Background: an optimization exercise with open tools, aiming at small area, a short achievable clock period and few clock cycles per item. Do not read the settings as production practice.
Only simulation tests tie the RTL to the original design; equivalence was not proved.
Power and IR drop assume default switching activity.

`design/flow/config.mk`:
```
export PLATFORM = sky130hd
export DESIGN_NAME = distance_vector_route_update_unit
export DESIGN_NICKNAME = distance_vector_route_update_unit
export VERILOG_FILES = /design/flow/design.v
export SDC_FILE = /design/flow/constraint.sdc
export NUM_CORES = 4
export LEC_CHECK = 0
export CAP_MARGIN = 20
export CORE_MARGIN = 2
export CORE_UTILIZATION = 40
export SLEW_MARGIN = 20
export SYNTH_MEMORY_MAX_BITS = 16384
```
`design/flow/constraint.sdc`:
```
create_clock -name core_clock -period 8.0 [get_ports {clk_i}]
set_input_delay 1.6000 -clock core_clock [delete_from_list [all_inputs] [get_ports {clk_i}]]
set_output_delay 1.6000 -clock core_clock [all_outputs]
set_load 0.01 [all_outputs]
```
`design/flow/design.v`:
```
`default_nettype none
package dvru_pkg;
  localparam int unsigned ADDR_W      = 32;
  localparam int unsigned COST_W      = 5;
  localparam int unsigned PLUS_W      = COST_W + 1;
  localparam int unsigned SLOT_W      = 6;
  localparam int unsigned ACTION_W    = 3;
  localparam int unsigned CFG_IDX_W   = 3;
  localparam int unsigned IFCNT_W     = 3;
  localparam int unsigned QUEUE_DEPTH = 2;
  localparam logic [COST_W-1:0]  COST_INF    = 5'd16;
  localparam logic [COST_W-1:0]  COST_ONE    = 5'd1;
  localparam logic [IFCNT_W-1:0] MAX_IFACES  = 3'd4;
  typedef enum logic [ACTION_W-1:0] {
    ACT_INSERTED  = 3'd0,
    ACT_IMPROVED  = 3'd1,
    ACT_UNCHANGED = 3'd2,
    ACT_OWN       = 3'd3,
    ACT_FULL      = 3'd4
  } action_e;
  typedef enum logic [CFG_IDX_W-1:0] {
    CFG_ADDR_A = 3'd0,
    CFG_ADDR_B = 3'd1,
    CFG_ADDR_C = 3'd2,
    CFG_ADDR_D = 3'd3,
    CFG_COUNT  = 3'd4
  } cfg_idx_e;
  typedef enum logic {
    BK_IDLE,
    BK_SCAN
  } back_state_e;
  typedef struct packed {
    logic              own;
    logic [ADDR_W-1:0] dest;
    logic [ADDR_W-1:0] sender;
    logic [ADDR_W-1:0] recv;
    logic [PLUS_W-1:0] plus_one;
    logic [COST_W-1:0] capped;
    logic [COST_W-1:0] ins_cost;
  } cmd_t;
  typedef struct packed {
    logic [SLOT_W-1:0] slot;
    action_e           action;
    logic [COST_W-1:0] cost;
    logic [ADDR_W-1:0] next_hop;
    logic [ADDR_W-1:0] out_iface;
  } res_t;
  typedef struct packed {
    logic [ADDR_W-1:0] dest;
    logic [COST_W-1:0] cost;
    logic [ADDR_W-1:0] next_hop;
    logic [ADDR_W-1:0] iface;
  } entry_t;
endpackage
`default_nettype wire
`default_nettype none
import dvru_pkg::*;
module dvru_queue #(
  parameter int unsigned Width = 8
) (
  input  wire logic             clk_i,
  input  wire logic             rst_ni,
  input  wire logic             push_i,
  input  wire logic [Width-1:0] data_i,
  output logic                  full_o,
  input  wire logic             pop_i,
  output logic [Width-1:0]      data_o,
  output logic                  empty_o
);
  localparam int unsigned PtrW = $clog2(QUEUE_DEPTH);
  localparam int unsigned CntW = $clog2(QUEUE_DEPTH + 1);
  logic [Width-1:0] store_q [0:QUEUE_DEPTH-1];
  logic [PtrW-1:0]  wr_ptr_q, wr_ptr_d, rd_ptr_q, rd_ptr_d;
  logic [CntW-1:0]  count_q, count_d;
  logic             do_push, do_pop;
  assign full_o  = (count_q == CntW'(QUEUE_DEPTH));
  assign empty_o = (count_q == '0);
  assign do_push = push_i && !full_o;
  assign do_pop  = pop_i && !empty_o;
  assign data_o  = store_q[rd_ptr_q];
  always_comb begin
    wr_ptr_d = wr_ptr_q;
    rd_ptr_d = rd_ptr_q;
    count_d  = count_q;
    if (do_push) begin
      wr_ptr_d = (wr_ptr_q == PtrW'(QUEUE_DEPTH - 1)) ? '0 : wr_ptr_q + 1'b1;
    end
    if (do_pop) begin
      rd_ptr_d = (rd_ptr_q == PtrW'(QUEUE_DEPTH - 1)) ? '0 : rd_ptr_q + 1'b1;
    end
    if (do_push && !do_pop) begin
      count_d = count_q + 1'b1;
    end else if (do_pop && !do_push) begin
      count_d = count_q - 1'b1;
    end
  end
  always_ff @(posedge clk_i or negedge rst_ni) begin
    if (!rst_ni) begin
      wr_ptr_q <= '0;
      rd_ptr_q <= '0;
      count_q  <= '0;
    end else begin
      wr_ptr_q <= wr_ptr_d;
      rd_ptr_q <= rd_ptr_d;
      count_q  <= count_d;
    end
  end
  always_ff @(posedge clk_i) begin
    if (do_push) begin
      store_q[wr_ptr_q] <= data_i;
    end
  end
endmodule
`default_nettype wire
`default_nettype none
import dvru_pkg::*;
module dvru_front (
  input  wire logic                             clk_i,
  input  wire logic                             rst_ni,
  input  wire logic                             cfg_we_i,
  input  wire logic [dvru_pkg::CFG_IDX_W-1:0]   cfg_idx_i,
  input  wire logic [dvru_pkg::ADDR_W-1:0]      cfg_data_i,
  input  wire logic [dvru_pkg::ADDR_W-1:0]      dest_addr_i,
  input  wire logic [dvru_pkg::COST_W-1:0]      adv_cost_i,
  input  wire logic [dvru_pkg::ADDR_W-1:0]      sender_addr_i,
  input  wire logic [dvru_pkg::ADDR_W-1:0]      recv_iface_addr_i,
  output dvru_pkg::cmd_t                        cmd_o
);
  logic [ADDR_W-1:0]  addr_a_q, addr_b_q, addr_c_q, addr_d_q;
  logic [IFCNT_W-1:0] if_count_q;
  logic [IFCNT_W-1:0] if_used;
  logic [PLUS_W-1:0]  plus_one;
  logic [COST_W-1:0]  capped;
  logic               own_hit;
  always_ff @(posedge clk_i or negedge rst_ni) begin
    if (!rst_ni) begin
      addr_a_q   <= '0;
      addr_b_q   <= '0;
      addr_c_q   <= '0;
      addr_d_q   <= '0;
      if_count_q <= '0;
    end else if (cfg_we_i) begin
      case (cfg_idx_i)
        CFG_ADDR_A: addr_a_q   <= cfg_data_i;
        CFG_ADDR_B: addr_b_q   <= cfg_data_i;
        CFG_ADDR_C: addr_c_q   <= cfg_data_i;
        CFG_ADDR_D: addr_d_q   <= cfg_data_i;
        CFG_COUNT:  if_count_q <= cfg_data_i[IFCNT_W-1:0];
        default: ;
      endcase
    end
  end
  assign if_used = (if_count_q > MAX_IFACES) ? MAX_IFACES : if_count_q;
  assign own_hit = ((if_used > 3'd0) && (dest_addr_i == addr_a_q))
                || ((if_used > 3'd1) && (dest_addr_i == addr_b_q))
                || ((if_used > 3'd2) && (dest_addr_i == addr_c_q))
                || ((if_used > 3'd3) && (dest_addr_i == addr_d_q));
  assign plus_one = {1'b0, adv_cost_i} + PLUS_W'(1);
  assign capped   = (plus_one > {1'b0, COST_INF}) ? COST_INF : plus_one[COST_W-1:0];
  always_comb begin
    cmd_o.own      = own_hit;
    cmd_o.dest     = dest_addr_i;
    cmd_o.sender   = sender_addr_i;
    cmd_o.recv     = recv_iface_addr_i;
    cmd_o.plus_one = plus_one;
    cmd_o.capped   = capped;
    cmd_o.ins_cost = (sender_addr_i == dest_addr_i) ? COST_ONE : capped;
  end
endmodule
`default_nettype wire
`default_nettype none
import dvru_pkg::*;
module dvru_back #(
  parameter int unsigned TABLE_DEPTH = 64
) (
  input  wire logic    clk_i,
  input  wire logic    rst_ni,
  input  wire dvru_pkg::cmd_t cmd_i,
  input  wire logic    cmd_empty_i,
  output logic         cmd_pop_o,
  input  wire logic    res_full_i,
  output logic         res_push_o,
  output dvru_pkg::res_t res_o
);
  localparam int unsigned IdxW = $clog2(TABLE_DEPTH);
  localparam int unsigned CntW = $clog2(TABLE_DEPTH + 1);
  logic [3*ADDR_W+COST_W-1:0] mem [0:TABLE_DEPTH-1];
  dvru_pkg::entry_t          rd_q;
  dvru_pkg::back_state_e     state_q, state_d;
  dvru_pkg::cmd_t            cmd_q, cmd_d, cur;
  logic [IdxW-1:0] idx_q, idx_d, raddr, waddr;
  logic [CntW-1:0] used_q, used_d;
  logic            we;
  dvru_pkg::entry_t          wdata;
  logic            start, hit, last, tbl_full, better;
  assign start    = !cmd_empty_i && !res_full_i;
  assign cur      = (state_q == BK_IDLE) ? cmd_i : cmd_q;
  assign hit      = (rd_q.dest == cmd_q.dest);
  assign last     = ((CntW'(idx_q) + CntW'(1)) == used_q);
  assign tbl_full = (used_q == CntW'(TABLE_DEPTH));
  assign better   = ({1'b0, rd_q.cost} > cmd_q.plus_one);
  always_comb begin
    state_d = state_q;
    case (state_q)
      BK_IDLE: begin
        if (start && !cmd_i.own && (used_q != '0)) begin
          state_d = BK_SCAN;
        end
      end
      BK_SCAN: begin
        if (hit || last) begin
          state_d = BK_IDLE;
        end
      end
      default: state_d = BK_IDLE;
    endcase
  end
  always_comb begin
    cmd_pop_o  = 1'b0;
    res_push_o = 1'b0;
    res_o      = '0;
    we         = 1'b0;
    waddr      = IdxW'(used_q);
    wdata      = '0;
    raddr      = idx_q + 1'b1;
    idx_d      = idx_q;
    used_d     = used_q;
    cmd_d      = cmd_q;
    case (state_q)
      BK_IDLE: begin
        raddr = '0;
        idx_d = '0;
        if (start) begin
          cmd_pop_o = 1'b1;
          cmd_d     = cmd_i;
        end
      end
      BK_SCAN: begin
        if (hit) begin
          res_push_o      = 1'b1;
          res_o.slot      = SLOT_W'(idx_q);
          res_o.out_iface = rd_q.iface;
          if (better) begin
            we             = 1'b1;
            waddr          = idx_q;
            wdata          = rd_q;
            wdata.cost     = cmd_q.capped;
            wdata.next_hop = cmd_q.sender;
            res_o.action   = ACT_IMPROVED;
            res_o.cost     = cmd_q.capped;
            res_o.next_hop = cmd_q.sender;
          end else begin
            res_o.action   = ACT_UNCHANGED;
            res_o.cost     = rd_q.cost;
            res_o.next_hop = rd_q.next_hop;
          end
        end
      end
      default: ;
    endcase
    if ((state_q == BK_IDLE) && start && cmd_i.own) begin
      res_push_o      = 1'b1;
      res_o.action    = ACT_OWN;
      res_o.next_hop  = cmd_i.dest;
      res_o.out_iface = cmd_i.dest;
    end else if (((state_q == BK_IDLE) && start && (used_q == '0))
              || ((state_q == BK_SCAN) && !hit && last)) begin
      res_push_o = 1'b1;
      if (tbl_full) begin
        res_o.action = ACT_FULL;
        res_o.cost   = COST_INF;
      end else begin
        we              = 1'b1;
        waddr           = IdxW'(used_q);
        wdata.dest      = cur.dest;
        wdata.cost      = cur.ins_cost;
        wdata.next_hop  = cur.sender;
        wdata.iface     = cur.recv;
        used_d          = used_q + 1'b1;
        res_o.slot      = SLOT_W'(used_q);
        res_o.action    = ACT_INSERTED;
        res_o.cost      = cur.ins_cost;
        res_o.next_hop  = cur.sender;
        res_o.out_iface = cur.recv;
      end
    end
    if ((state_q == BK_SCAN) && !hit && !last) begin
      idx_d = idx_q + 1'b1;
    end
  end
  always_ff @(posedge clk_i or negedge rst_ni) begin
    if (!rst_ni) begin
      state_q <= BK_IDLE;
      used_q  <= '0;
      idx_q   <= '0;
    end else begin
      state_q <= state_d;
      used_q  <= used_d;
      idx_q   <= idx_d;
    end
  end
  always_ff @(posedge clk_i) begin
    cmd_q <= cmd_d;
  end
  always_ff @(posedge clk_i) begin
    if (we) begin
      mem[waddr] <= wdata;
    end
    rd_q <= mem[raddr];
  end
endmodule
`default_nettype wire
`default_nettype none
import dvru_pkg::*;
module distance_vector_route_update_unit #(
  parameter int unsigned TABLE_DEPTH = 64
) (
  input  wire logic                             clk_i,
  input  wire logic                             rst_ni,
  input  wire logic                             cfg_we_i,
  input  wire logic [dvru_pkg::CFG_IDX_W-1:0]   cfg_idx_i,
  input  wire logic [dvru_pkg::ADDR_W-1:0]      cfg_data_i,
  input  wire logic                             push,
  output logic                                  full,
  input  wire logic [dvru_pkg::ADDR_W-1:0]      dest_addr_i,
  input  wire logic [dvru_pkg::COST_W-1:0]      adv_cost_i,
  input  wire logic [dvru_pkg::ADDR_W-1:0]      sender_addr_i,
  input  wire logic [dvru_pkg::ADDR_W-1:0]      recv_iface_addr_i,
  output logic                                  empty,
  input  wire logic                             pop,
  output logic [dvru_pkg::SLOT_W-1:0]           entry_slot_o,
  output logic [dvru_pkg::ACTION_W-1:0]         action_o,
  output logic [dvru_pkg::COST_W-1:0]           entry_cost_o,
  output logic [dvru_pkg::ADDR_W-1:0]           entry_next_hop_o,
  output logic [dvru_pkg::ADDR_W-1:0]           entry_out_iface_o
);
  dvru_pkg::cmd_t front_cmd, head_cmd;
  dvru_pkg::res_t back_res, out_res;
  logic cmd_empty, cmd_pop, res_full, res_push;
  dvru_front u_front (
    .clk_i             (clk_i),
    .rst_ni            (rst_ni),
    .cfg_we_i          (cfg_we_i),
    .cfg_idx_i         (cfg_idx_i),
    .cfg_data_i        (cfg_data_i),
    .dest_addr_i       (dest_addr_i),
    .adv_cost_i        (adv_cost_i),
    .sender_addr_i     (sender_addr_i),
    .recv_iface_addr_i (recv_iface_addr_i),
    .cmd_o             (front_cmd)
  );
  dvru_queue #(
    .Width ($bits(front_cmd))
  ) u_cmd_queue (
    .clk_i   (clk_i),
    .rst_ni  (rst_ni),
    .push_i  (push),
    .data_i  (front_cmd),
    .full_o  (full),
    .pop_i   (cmd_pop),
    .data_o  (head_cmd),
    .empty_o (cmd_empty)
  );
  dvru_back #(
    .TABLE_DEPTH (TABLE_DEPTH)
  ) u_back (
    .clk_i       (clk_i),
    .rst_ni      (rst_ni),
    .cmd_i       (head_cmd),
    .cmd_empty_i (cmd_empty),
    .cmd_pop_o   (cmd_pop),
    .res_full_i  (res_full),
    .res_push_o  (res_push),
    .res_o       (back_res)
  );
  dvru_queue #(
    .Width ($bits(back_res))
  ) u_res_queue (
    .clk_i   (clk_i),
    .rst_ni  (rst_ni),
    .push_i  (res_push),
    .data_i  (back_res),
    .full_o  (res_full),
    .pop_i   (pop),
    .data_o  (out_res),
    .empty_o (empty)
  );
  assign entry_slot_o      = out_res.slot;
  assign action_o          = out_res.action;
  assign entry_cost_o      = out_res.cost;
  assign entry_next_hop_o  = out_res.next_hop;
  assign entry_out_iface_o = out_res.out_iface;
endmodule
`default_nettype wire
```
`design/flow/run.sh`:
```
#!/bin/bash
# synth_recipe.tcl (not shown) runs the flow's synth.tcl, then flattens the netlist and writes it again
# the make line also repeats each setting of config.mk as NAME=value (left out here)
make -C /OpenROAD-flow-scripts/flow DESIGN_CONFIG=/design/flow/config.mk WORK_HOME=/design/flow/orfs CLKGATE_MAP_FILE= SYNTH_SCRIPT=/design/flow/synth_recipe.tcl finish
```
==> qor.yml <==
yosysWarnings: 4
worst_slack_ps: 1930
synth.net_count: 14100
grtUsageMet2_pct: 38.0
area_delta_synth_final_pct: 14.2
reg2reg_from: "u_back.cmd_q[85]"
totalWireLength_um: 888000
grt_pass1_vias: 147000
dp_slack_ps: 2160
powerDensity_mw_per_mm2: 369
antenna_found_initial: 52
synth-edff-count: 6958
ir_drop_mv: 0.278
routabilityCongestion: 0.864
synth_top_area_cell: "edfxtp_1"
cap_violations: 0
grt_first_pass_wirelength_um: 1210000
layout-drive-gt1-share_pct: 19.2
post-cts-setup-buffers: 0
critPathArrivalTime_ps: 6840
fmax_ghz: 0.165
final_max_slew_viol_count: 0
hold_path_depth: 1
netlist.area_leader.share_pct: 75.8
dr.pass1.iters: 7
cts_tree: "done"
synth-main-ff-cell: "edfxtp_1"
reg2reg_depth: 10
synthCells: 14000
synth_area_leaders: "edfxtp_1, mux4_2, o221ai_1"
crit_path_max_fanout: 32
status: "complete, no violations"
hold_path.class: "flip-flop to flip-flop"
finalSetupTns_ps: 0
finClkSkew_ps: 85.4
max_slew_margin_pct: 15.7
min-delay-start: "u_cmd_queue.count_q[1]"
ios: 221
ff2ff_setup_slack_ps: 1930
cts.htree.levels: 6
setup_violations: 0
grt_usage_pct: 24.6
dieArea_mm2: 0.696
drt_iter0_markers: 24400
die_h_um: 834
clkTransAtPathRegs_ps: 60
ys_seq_elements: 7212
grt_busiest_layer: "met2"
via_per_inst: 6.35
die_width_um: 834
r2r-end: "u_back.mem[15][71]"
cp.required_ps: 8770
routed-via-count: 154000
use_met3_pct: 5.86
fin_crit_ps: 6070
fin_nets: 14600
worstSetupPathType: "flip-flop to flip-flop"
fillers: 57300
hold_slack_ps: 504
dp_hpwl_um: 500000
insertion_delay_ps: 1170
finalCritPeriodShare_pct: 75.9
routedWlPerCell_um: 36.7
cts_resized: 0
io_buffers: 220
worstSetupEndpointType: "flip-flop"
cts.sinks: 7212
start_util_pct: 40.2
hold_violations: 0
synth.cell_area_mm2: 0.276
core_mm2: 0.686
num_rows: 304
hold_buffers: 0
ys_seq_area_share_pct: 77.9
overflow: 0
synth_cell_types: 76
cellLeakagePower_nw: 99.1
grt_max_degree: 170
cts.path.max_buffers: 4
tightest_slew_ps: 1250
antenna_left: 0
hold_end: "u_cmd_queue.count_q[1]"
grt_use_met1_pct: 34.1
worstSetupStartpointType: "flip-flop"
avgSynthCellArea_um2: 19.7
numCtsBuffers: 709
async_reset_ff_share_pct: 2.12
cts-root-buf: "clkbuf_16"
rsz0062_at_grt: "false"
drc_errors: 0
-- placed cells by master (no fill, tap or decap), types with 22 or more instances in the layout --
cell type,n
a21oi_1,100
a221o_1,70
a221oi_1,158
a22o_1,31
a22oi_1,245
a311oi_1,166
a31oi_1,27
and3_1,170
buf_12,157
buf_4,390
bufinv_16,49
clkbuf_1,195
clkbuf_16,717
clkbuf_8,29
clkdlybuf4s50_1,219
clkinv_1,138
clkinv_2,94
dfrtp_1,149
dfxtp_1,101
diode_2,42
edfxtp_1,6958
inv_1,22
mux2_2,326
mux2i_1,589
mux4_2,820
nand2_1,241
nand3_1,180
nand4_1,27
nor2_1,38
nor2_4,74
nor4_1,35
o21ai_0,213
o21ai_4,38
o221ai_1,960
o22ai_1,681
xnor2_1,107
xor2_1,111
-- per-stage QoR --
stage,power (W),instances,area (um2),utilization (%)
floorplan,0.0692,14000,276000,-
global placement,0.0834,22900,292000,42.5
detailed placement,0.0837,22900,292000,42.6
CTS,0.116,24200,315000,45.9
global route,0.119,24200,315000,45.9
finish,0.116,24200,315000,45.9
-- cell usage after synthesis (101+ instances only) --
master	count
dfrtp_1	153
nand2_1	248
a221oi_1	158
nand3_1	180
o221ai_1	960
a311oi_1	166
xnor2_1	107
and3_1	172
o21ai_0	250
mux4_2	820
mux2_2	327
buf_2	333
edfxtp_1	6958
a22oi_1	245
dfxtp_1	101
o22ai_1	681
xor2_1	111
mux2i_1	590
nor2_1	114
clkbuf_1	543
-- power breakdown --
group          switching (W)  internal, W  leakage [nW]  total (W)
sequential           0.00110       0.0469          67.0     0.0480
clock                 0.0144       0.0184          11.0     0.0328
combinational         0.0240       0.0115          21.1     0.0354
total                 0.0395       0.0768          99.1      0.116
-- worst max path at each step --
stage | from | to | slack (ps) | depth (start not counted)
global route | u_back.cmd_q[105] | u_back.mem[15][71] | 2000 | 10
floorplan | u_res_queue.count_q[1] | u_back.mem[0][0] | -1500 | 9
detailed placement | u_back.cmd_q[85] | u_back.mem[15][0] | 2160 | 10
CTS | u_back.cmd_q[105] | u_back.mem[15][71] | 2150 | 10
global placement | u_back.cmd_q[93] | u_back.mem[5][3] | 1680 | 10
finish | u_back.cmd_q[85] | u_back.mem[15][71] | 1930 | 10
-- per-layer routing --
metal / part of all wire [%] / wire length (um)
met5: 0.027 / 236
met1: 39 / 343000
met4: 4.4 / 39400
met2: 46 / 406000
met3: 11 / 99100
-- logic make-up (layout without fill, tap and decap cells) --
group,Yosys count,after routing,synth area share (%)
fa+ha+maj,11,11,0.0499
xor+xnor,222,222,0.721
simple gates,865,865,1.57
flops,7212,7212,77.9
mux,1740,1740,10.2
buf+inv,1079,2090,1.74
other cells,0,42,0
compound gates,2845,2845,7.81
-- critical path, stage by stage, from the launching register on --
cell,delay [ps]
edfxtp_1,410
xor2_1,180
nor4_2,1050
nand4_1,410
or3_2,540
buf_4,290
nor2_4,800
a22oi_1,280
buf_4,260
nor2_4,770
buf_4,540
-- layout make-up --
| class | count | area, um2 | area share [%] |
|---|---|---|---|
| Inverter | 25 | 106 | 0.0338 |
| Clock buffer | 941 | 19100 | 6.06 |
| Antenna cell | 42 | 105 | 0.0334 |
| Sequential cell | 7212 | 215000 | 68.2 |
| Clock inverter | 353 | 3510 | 1.12 |
| Tap cell | 9180 | 11500 | 3.65 |
| Timing Repair Buffer | 771 | 8380 | 2.66 |
| Multi-Input combinational cell | 5683 | 57500 | 18.2 |
-- registers in the layout (all words and copies together), names as in the netlist --
name	count
u_back.idx_q	6
u_back.rd_q	101
u_cmd_queue.rd_ptr_q	1
u_res_queue.count_q	2
u_res_queue.rd_ptr_q	1
u_back.state_q	1
u_front.addr_b_q	32
u_res_queue.wr_ptr_q	1
u_front.if_count_q	3
u_back.cmd_q	112
u_front.addr_d_q	32
u_back.used_q	7
u_front.addr_c_q	32
u_back.mem	6464
u_res_queue.store_q	156
u_cmd_queue.count_q	2
u_cmd_queue.wr_ptr_q	1
u_cmd_queue.store_q	226
u_front.addr_a_q	32
Testbench counts, summed over its fixed seeds: cycles 112,992, items 3,200.

==> static timing again, ports no longer ideal <==
The flow's constraints put no driver on any port. The routed layout listed below was extracted and timed again, unchanged, in two steps. Step 1 assumes that a clkbuf_16 drives the clock port and a buf_2 every other input. Step 2 also shifts input and output timing later by t, the mid clock arrival at the registers, as if the neighbouring blocks saw the same clock. a / b / c = no drivers / after step 1 / after step 2; a / b = the first two.
shift t [ns]: 1.270
setup WS [ns]: 1.928 / 1.928 / 1.928
cell pins on the clock port's net: 1
After both steps this run still meets setup and hold. For this run, drivers alone change the setup slack by 0.000 ns; drivers and shift together by 0.000 ns.
